From an optimization exercise on the open Yosys and OpenROAD flow, aimed at small area, a short achievable clock period and few clock cycles; shortcuts taken in it are not production practice.
In this exercise RTL edits were held to simulation tests only and were not proved equivalent to the original.
No activity file was given, so power comes from the tool's default toggle rates.

==> flow/design.v <==
`timescale 1ns/1ps
package fm_index_pkg;
    localparam int OCC_DEPTH  = 64;                   
    localparam int OCC_AW     = $clog2(OCC_DEPTH);    
    localparam int POS_W      = 7;                    
    localparam int READ_DEPTH = 16;                   
    localparam int READ_AW    = $clog2(READ_DEPTH);   
    localparam int RLEN_W     = 5;                    
    typedef logic [1:0] base_t;
    localparam base_t BASE_A = 2'd0;
    localparam base_t BASE_C = 2'd1;
    localparam base_t BASE_G = 2'd2;
    localparam base_t BASE_T = 2'd3;
    typedef logic [POS_W-1:0] pos_t;
    typedef struct packed {
        pos_t cnt_t;
        pos_t cnt_g;
        pos_t cnt_c;
        pos_t cnt_a;
    } occ_entry_t;
    typedef enum logic [1:0] {
        TGT_OCC  = 2'd0,    
        TGT_C    = 2'd1,    
        TGT_READ = 2'd2     
    } load_tgt_t;
    typedef struct packed {
        logic                           valid;
        load_tgt_t                      tgt;
        logic [OCC_AW-1:0]              addr;
        logic [4*POS_W-1:0] data;    
    } load_t;
    typedef struct packed {
        base_t base;     
        logic  first;    
        logic  last;     
    } search_cmd_t;
    typedef struct packed {
        pos_t k;
        pos_t l;
    } interval_t;
    typedef struct packed {
        pos_t k;
        pos_t l;
        pos_t count;    
        logic              found;
        logic [RLEN_W-1:0] steps;    
    } result_t;
endpackage
`timescale 1ns/1ps
module fm_search_top (
    input  logic              clk,
    input  logic              arst_n_i,
    input  logic [36:0]       load_i,        
    input  logic              req_i,
    input  logic [4:0]        read_len_i,    
    output logic              ack_o,
    output logic [26:0]       result_o       
);
    localparam int PW = fm_index_pkg::POS_W;
    fm_index_pkg::load_t load;
    assign load = fm_index_pkg::load_t'(load_i);
    logic run_q;     
    logic ack_q;     
    logic start;     
    logic busy;
    assign busy  = run_q | ack_q;
    assign start = req_i & ~busy;
    logic load_ok;
    assign load_ok = load.valid & ~busy;
    logic [4*PW-1:0] occ_q [64];
    logic [PW-1:0]   c_tab [4];
    logic [1:0]      rb_q  [16];
    for (genvar r = 0; r < 64; r++) begin : g_occ
        always_ff @(posedge clk) begin
            if (load_ok && load.tgt == fm_index_pkg::TGT_OCC && load.addr == 6'(r))
                occ_q[r] <= load.data;
        end
    end
    for (genvar c = 0; c < 4; c++) begin : g_c
        always_ff @(posedge clk) begin
            if (load_ok && load.tgt == fm_index_pkg::TGT_C && load.addr[1:0] == 2'(c))
                c_tab[c] <= load.data[PW-1:0];
        end
    end
    for (genvar i = 0; i < 16; i++) begin : g_rb
        always_ff @(posedge clk) begin
            if (load_ok && load.tgt == fm_index_pkg::TGT_READ && load.addr[3:0] == 4'(i))
                rb_q[i] <= load.data[1:0];
        end
    end
    logic [PW-1:0] f_k [4];
    logic [PW-1:0] f_l [4];
    logic          f_e [4];    
    for (genvar c = 0; c < 4; c++) begin : g_first
        logic [PW-1:0] o63;
        logic [PW:0]   sum;
        assign o63    = occ_q[63][c*PW +: PW];
        assign sum    = {1'b0, c_tab[c]} + {1'b0, o63};
        assign f_k[c] = c_tab[c];
        assign f_l[c] = sum[PW-1:0];
        assign f_e[c] = sum[PW] | (o63 == '0);    
    end
    logic [1:0] rb_m1 [16];
    logic [1:0] rb_m2 [16];
    for (genvar x = 0; x < 16; x++) begin : g_rbv
        assign rb_m1[x] = rb_q[(x + 15) % 16];
        assign rb_m2[x] = rb_q[(x + 14) % 16];
    end
    logic [PW-1:0] k_q, l_q;
    logic [1:0]    c_q;        
    logic [3:0]    i_q;        
    logic [4:0]    steps_q;
    logic [PW-1:0] col [64];
    for (genvar x = 0; x < 64; x++) begin : g_col
        assign col[x] = occ_q[(x + 63) % 64][c_q*PW +: PW];
    end
    logic [PW-1:0] ok, ol, cc;
    logic [PW:0]   nk, nl;
    logic          empty;
    assign cc    = c_tab[c_q];
    assign ok    = (k_q == '0) ? '0 : col[k_q[5:0]];
    assign ol    = col[l_q[5:0]];
    assign nk    = {1'b0, cc} + {1'b0, ok};
    assign nl    = {1'b0, cc} + {1'b0, ol};
    assign empty = (nk[PW] == nl[PW]) ? (ok >= ol) : nl[PW];
    logic [3:0] j;           
    logic       s_last;      
    logic       s_empty;
    logic       done;
    logic [1:0] c1;
    assign j       = run_q ? i_q : read_len_i[3:0];
    assign c1      = rb_m1[read_len_i[3:0]];
    assign s_last  = run_q ? (i_q == 4'd1) : (read_len_i[3:0] == 4'd1);
    assign s_empty = run_q ? empty : f_e[c1];
    assign done    = s_last | s_empty;
    always_ff @(posedge clk) begin
        if (run_q || start) begin
            k_q     <= run_q ? nk[PW-1:0] : f_k[c1];
            l_q     <= run_q ? nl[PW-1:0] : f_l[c1];
            steps_q <= run_q ? steps_q + 1'b1 : 5'd1;
            i_q     <= j - 1'b1;
            c_q     <= rb_m2[j];
        end
    end
    always_ff @(posedge clk or negedge arst_n_i) begin
        if (!arst_n_i) begin
            run_q <= 1'b0;
            ack_q <= 1'b0;
        end else begin
            if (run_q || start) begin
                run_q <= ~done;
                ack_q <= done;
            end else if (ack_q && !req_i) begin
                ack_q <= 1'b0;
            end
        end
    end
    logic found;
    assign found = (k_q < l_q);
    fm_index_pkg::result_t result;
    assign result.k     = k_q;
    assign result.l     = l_q;
    assign result.found = found;
    assign result.count = found ? PW'(l_q - k_q) : '0;
    assign result.steps = steps_q;
    assign result_o = result;
    assign ack_o    = ack_q;
endmodule
==> flow/run.sh <==
#!/bin/bash
# synth_recipe.tcl (not shown) runs the flow's synth.tcl, then flattens the netlist and writes it again
# the make line also repeats each setting of config.mk as NAME=value (left out here)
make -C /OpenROAD-flow-scripts/flow DESIGN_CONFIG=/design/flow/config.mk WORK_HOME=/design/flow/orfs CLKGATE_MAP_FILE= SYNTH_SCRIPT=/design/flow/synth_recipe.tcl finish
==> flow/config.mk <==
export PLATFORM = sky130hd
export DESIGN_NAME = fm_search_top
export DESIGN_NICKNAME = fm_search_top
export VERILOG_FILES = /design/flow/design.v
export SDC_FILE = /design/flow/constraint.sdc
export NUM_CORES = 4
export LEC_CHECK = 0
export CAP_MARGIN = 20
export CORE_MARGIN = 2
export CORE_UTILIZATION = 35
export SLEW_MARGIN = 20
==> flow/constraint.sdc <==
create_clock -name core_clock -period 5.5 [get_ports {clk}]
set_input_delay 1.1000 -clock core_clock [delete_from_list [all_inputs] [get_ports {clk}]]
set_output_delay 1.1000 -clock core_clock [all_outputs]
set_load 0.01 [all_outputs]
==> load_flow_metrics.sql <==
INSERT INTO impl_metrics (metric_group, metric, value, unit) VALUES
('status', 'outcome', 'finished clean', ''),
('final_layout', 'layout.cells.non_filler', '7572', ''),
('worst_setup_path', 'critPathMaxFanout', '14', ''),
('clock_tree', 'cts_tree', 'built', ''),
('synth', 'share_of_flip_flops_with_an_asynchronous_set_or_reset', '0.00106', ''),
('sta', 'worst-slew-pin-transition', '1.28', 'ns'),
('sta', 'whs', '0.427', 'ns'),
('route', 'drc', '0', ''),
('clock_tree', 'cts-root-to-sink-buffers', '3', ''),
('clock_tree', 'cts_htree_levels', '4', ''),
('placement', 'routabilityCongestion', '1.16', ''),
('global_routing', 'grt_start_max_net_pins', '69', ''),
('worst_setup_path', 'critPathCaptureType', 'flop', ''),
('final_layout', 'flow.area_growth_from_synthesis', '17.5', '%'),
('synth', 'number_of_unique_standard_cell_types_used_by_synthesis', '67', ''),
('power_and_ir_drop', 'power.leakage', '28.7', 'nW'),
('synth', 'post_synth_main_area_contributors', 'sky130_fd_sc_hd__edfxtp_1 73%, sky130_fd_sc_hd__mux4_2 14%, sky130_fd_sc_hd__a22oi_1 3.7%', ''),
('floorplanning', 'fp-row-count', '172', ''),
('flow_run', 'drv.max_cap_violation_count', '0', ''),
('final_layout', 'layout.cells.most_common_list', '1877 x sky130_fd_sc_hd__edfxtp_1, 463 x sky130_fd_sc_hd__mux4_2, 449 x sky130_fd_sc_hd__buf_4, 375 x sky130_fd_sc_hd__a22oi_1, 198 x sky130_fd_sc_hd__nor2_1', ''),
('sta', 'timing.final.crit_period', '5.32', 'ns'),
('global_routing', 'vias_in_the_first_global_route', '44800', ''),
('power_and_ir_drop', 'ir_drop', '0.397', 'mV'),
('worst_hold_path', 'min_path_type', 'input port to asynchronous set/reset pin', ''),
('worst_setup_path', 'arrival', '5.94', 'ns'),
('synth', 'syn-cell-area', '0.0771', 'mm2'),
('global_routing', 'global_route_wire_length_before_repair', '416000', 'um'),
('sta', 'period_share', '0.968', ''),
('worst_setup_path', 'critical-path-max-stage-delay', '0.65', 'ns'),
('sta', 'max_slew_margin', '0.144', ''),
('clock_tree', 'clock_latency', '0.86', 'ns'),
('final_layout', 'final.fill_count', '19300', ''),
('sta', 'final_hold_viol_count', '0', ''),
('final_layout', 'seq_area', '0.0564', 'mm2'),
('synth', 'ys_seq_elements', '1879', ''),
('final_layout', 'most_common_library_cell_in_the_layout_ignoring_fill_and_taps', 'sky130_fd_sc_hd__edfxtp_1', ''),
('route', 'drt-vias-per-instance', '6.18', ''),
('worst_setup_path', 'critical-path-slowest-cell', 'sky130_fd_sc_hd__mux4_2', ''),
('clock_tree', 'clock-sinks', '1879', ''),
('sta', 'timing.fmax', '0.188', 'GHz'),
('floorplanning', 'io-pin-count', '73', ''),
('synth', 'synth.largest_area_cell', 'sky130_fd_sc_hd__edfxtp_1', ''),
('global_routing', 'global_route.usage.total', '0.279', ''),
('clock_tree', 'clockRootBuffer', 'sky130_fd_sc_hd__clkbuf_16', ''),
('route', 'ant_nets', '0', ''),
('worst_setup_path', 'critical_path_class', 'flop to flop', ''),
('placement', 'io_buffers', '71', ''),
('clock_tree', 'cts_inserted_buffers', '185', ''),
('sta', 'setup_ws', '0.179', 'ns'),
('synth', 'ys.warnings.count', '10', ''),
('global_routing', 'grt_antenna_before_repair', '32', ''),
('floorplanning', 'initial_utilization', '0.351', ''),
('synth', 'synth_enable_flop_cells', '1877', ''),
('worst_setup_path', 'worst-path-buf-inv', '6', ''),
('route', 'detailedRoute.firstIterationViolations', '7632', ''),
('final_layout', 'combined_area_of_the_multi_input_logic_cells', '0.0200', 'mm2'),
('route', 'average_routed_wire_per_standard_cell', '41.7', 'um'),
('sta', 'slew_viol_final', '0', ''),
('sta', 'grt_setup_unrepaired', 'no', ''),
('synth', 'yosys_most_used_dff', 'sky130_fd_sc_hd__edfxtp_1', ''),
('worst_setup_path', 'cp_top_family', 'compound AO/OA/AOI/OAI gates', ''),
('synth', 'post_synth_net_total', '4117', ''),
('worst_setup_path', 'required_time_at_the_worst_slack_endpoint', '6.12', 'ns'),
('route', 'wl', '315000', 'um'),
('sta', 'setup_viol', '0', ''),
('synth', 'syn-instance-count', '4005', ''),
('synth', 'avg_cell_area_syn', '19.2', 'um2'),
('floorplanning', 'die_w', '473', 'um'),
('worst_setup_path', 'crit_path_cell_trace', 'buf_12 > buf_4 > buf_12 > buf_4 > mux4_2 > a22oi_1 > nand4_1 > nor4_1 > buf_4 > a21o_1 > inv_1 > ha_1 > fa_1 > a21oi_1 > nand2_1 > a31oi_1 > o21bai_1 > o311ai_0', ''),
('placement', 'placedCellCount', '7237', ''),
('route', 'via_count', '46800', '');
## worst paths after layout
check | startpoint | end | slack (ns) | cells after the start
max in group asynchronous | arst_n_i | run_q | 4.96 | 1
worst max-delay path | c_q[0] | k_q[6] | 0.18 | 18
worst min-delay path | arst_n_i | ack_q | 0.43 | 1
worst min register to register | steps_q[4] | steps_q[4] | 0.64 | 2
min in group core_clock | steps_q[4] | steps_q[4] | 0.64 | 2
worst max register to register | c_q[0] | k_q[6] | 0.18 | 18
## state kept, by name, summed over array words and instances, names as in the netlist
signal   count
steps_q      5
c_q          2
rb_q        32
l_q          7
occ_q     1792
i_q          4
c_tab       28
run_q        1
k_q          7
ack_q        1
## cell usage after synthesis, drive strengths merged, types with 5 or more instances
cell type	count
ha	60
a211oi	8
xor2	11
nand4	133
nor3	15
edfxtp	1877
mux2	5
and4b	8
inv	42
mux2i	14
nor4bb	12
nor4b	9
nor4	37
nand2	91
a22oi	381
mux4	463
a21boi	9
nor2b	19
nand3	152
clkbuf	91
xnor2	22
a21oi	46
nand2b	12
o21bai	10
fa	7
a21o	17
nor2	263
buf	82
o21a	8
o21ai	32
## report_power, final
group / internal (W) / switching, W
Combinational: 0.00700 / 0.0118
Sequential: 0.0159 / 0.000188
Clock: 0.00684 / 0.00542
Total: 0.0298 / 0.0174
## cell type report
type                    instances  share of cell area
repair buffers                536              0.0509
clock inverters                95              0.0103
diodes                          5            0.000138
well taps                    2871              0.0397
inverters                      42             0.00174
flip-flops and latches       1879               0.623
multi-input cells            1911               0.221
clock buffers                 233              0.0533
## worst register-to-register path: cells and delay by family, from the launching register on
kind | cells | cell delay [ns]
DFF | 1 | 0.38
and+or+nand+nor | 3 | 0.62
muxes | 1 | 0.65
buffers and inverters | 6 | 1.12
AOI/OAI and AO/OA | 6 | 1.65
adders and majority gates | 2 | 0.68
## logic make-up (layout without fill, tap and decap cells)
family                     Yosys count  after routing  share of synthesized area
AOI/OAI and AO/OA                  555            555                     0.0522
xor gates and xnor gates            33             33                    0.00375
adders and majority gates           68             68                     0.0117
buffers and inverters              215            906                     0.0122
DFF                               1879           1879                      0.732
muxes                              482            482                      0.138
other                                0              5                          0
and+or+nand+nor                    773            773                     0.0502
## per-layer routing
layer  global-route usage  wire [um]
met5              0.00498        174
met4                0.120      15800
met3               0.0589      27900
met2                0.427     143000
met1                0.385     129000
## timing repair
item	CTS	global route
setup endpoints to repair	2	16
setup buffers	0	2
gates resized for setup	1	9
pin swaps	0	2
## metrics by stage
stage | instance area (um2) | total power [W] | utilization
2_1_floorplan | 77100 | 0.0252 | -
3_3_place_gp | 84700 | 0.0348 | 0.386
3_5_place_dp | 84700 | 0.0347 | 0.386
4_1_cts | 90500 | 0.0469 | 0.413
5_1_grt | 90600 | 0.0483 | 0.413
6_report | 90600 | 0.0472 | 0.413
Testbench counts, summed over its fixed seeds: cycles 21,130.

[afterwards: timing with drivers on the ports]
The flow's constraints put no driver on any port. The routed layout listed below was extracted and timed again, unchanged, in two steps.
Step 1 assumes that a clkbuf_16 drives the clock port and a buf_2 every other input.
Step 2 adds t to the input delays and takes it off the output delays; t is the mean of the earliest and latest rising clock arrival at the registers after step 1. Input paths then give back, and output paths get back, about the clock's delay inside the block.
a / b / c = ideal ports / drivers / drivers and shift; a / b = the first two.
t (ns): 0.931
setup slack, ns: 0.179 / 0.179 / 0.179
worst setup path after step 2: register to register
slew at the worst register clock pin (ns): 0.07 / 0.07
After both steps setup and hold are still met in this run. For this run, drivers alone change the setup slack by 0.000 ns; drivers and shift together by 0.000 ns.
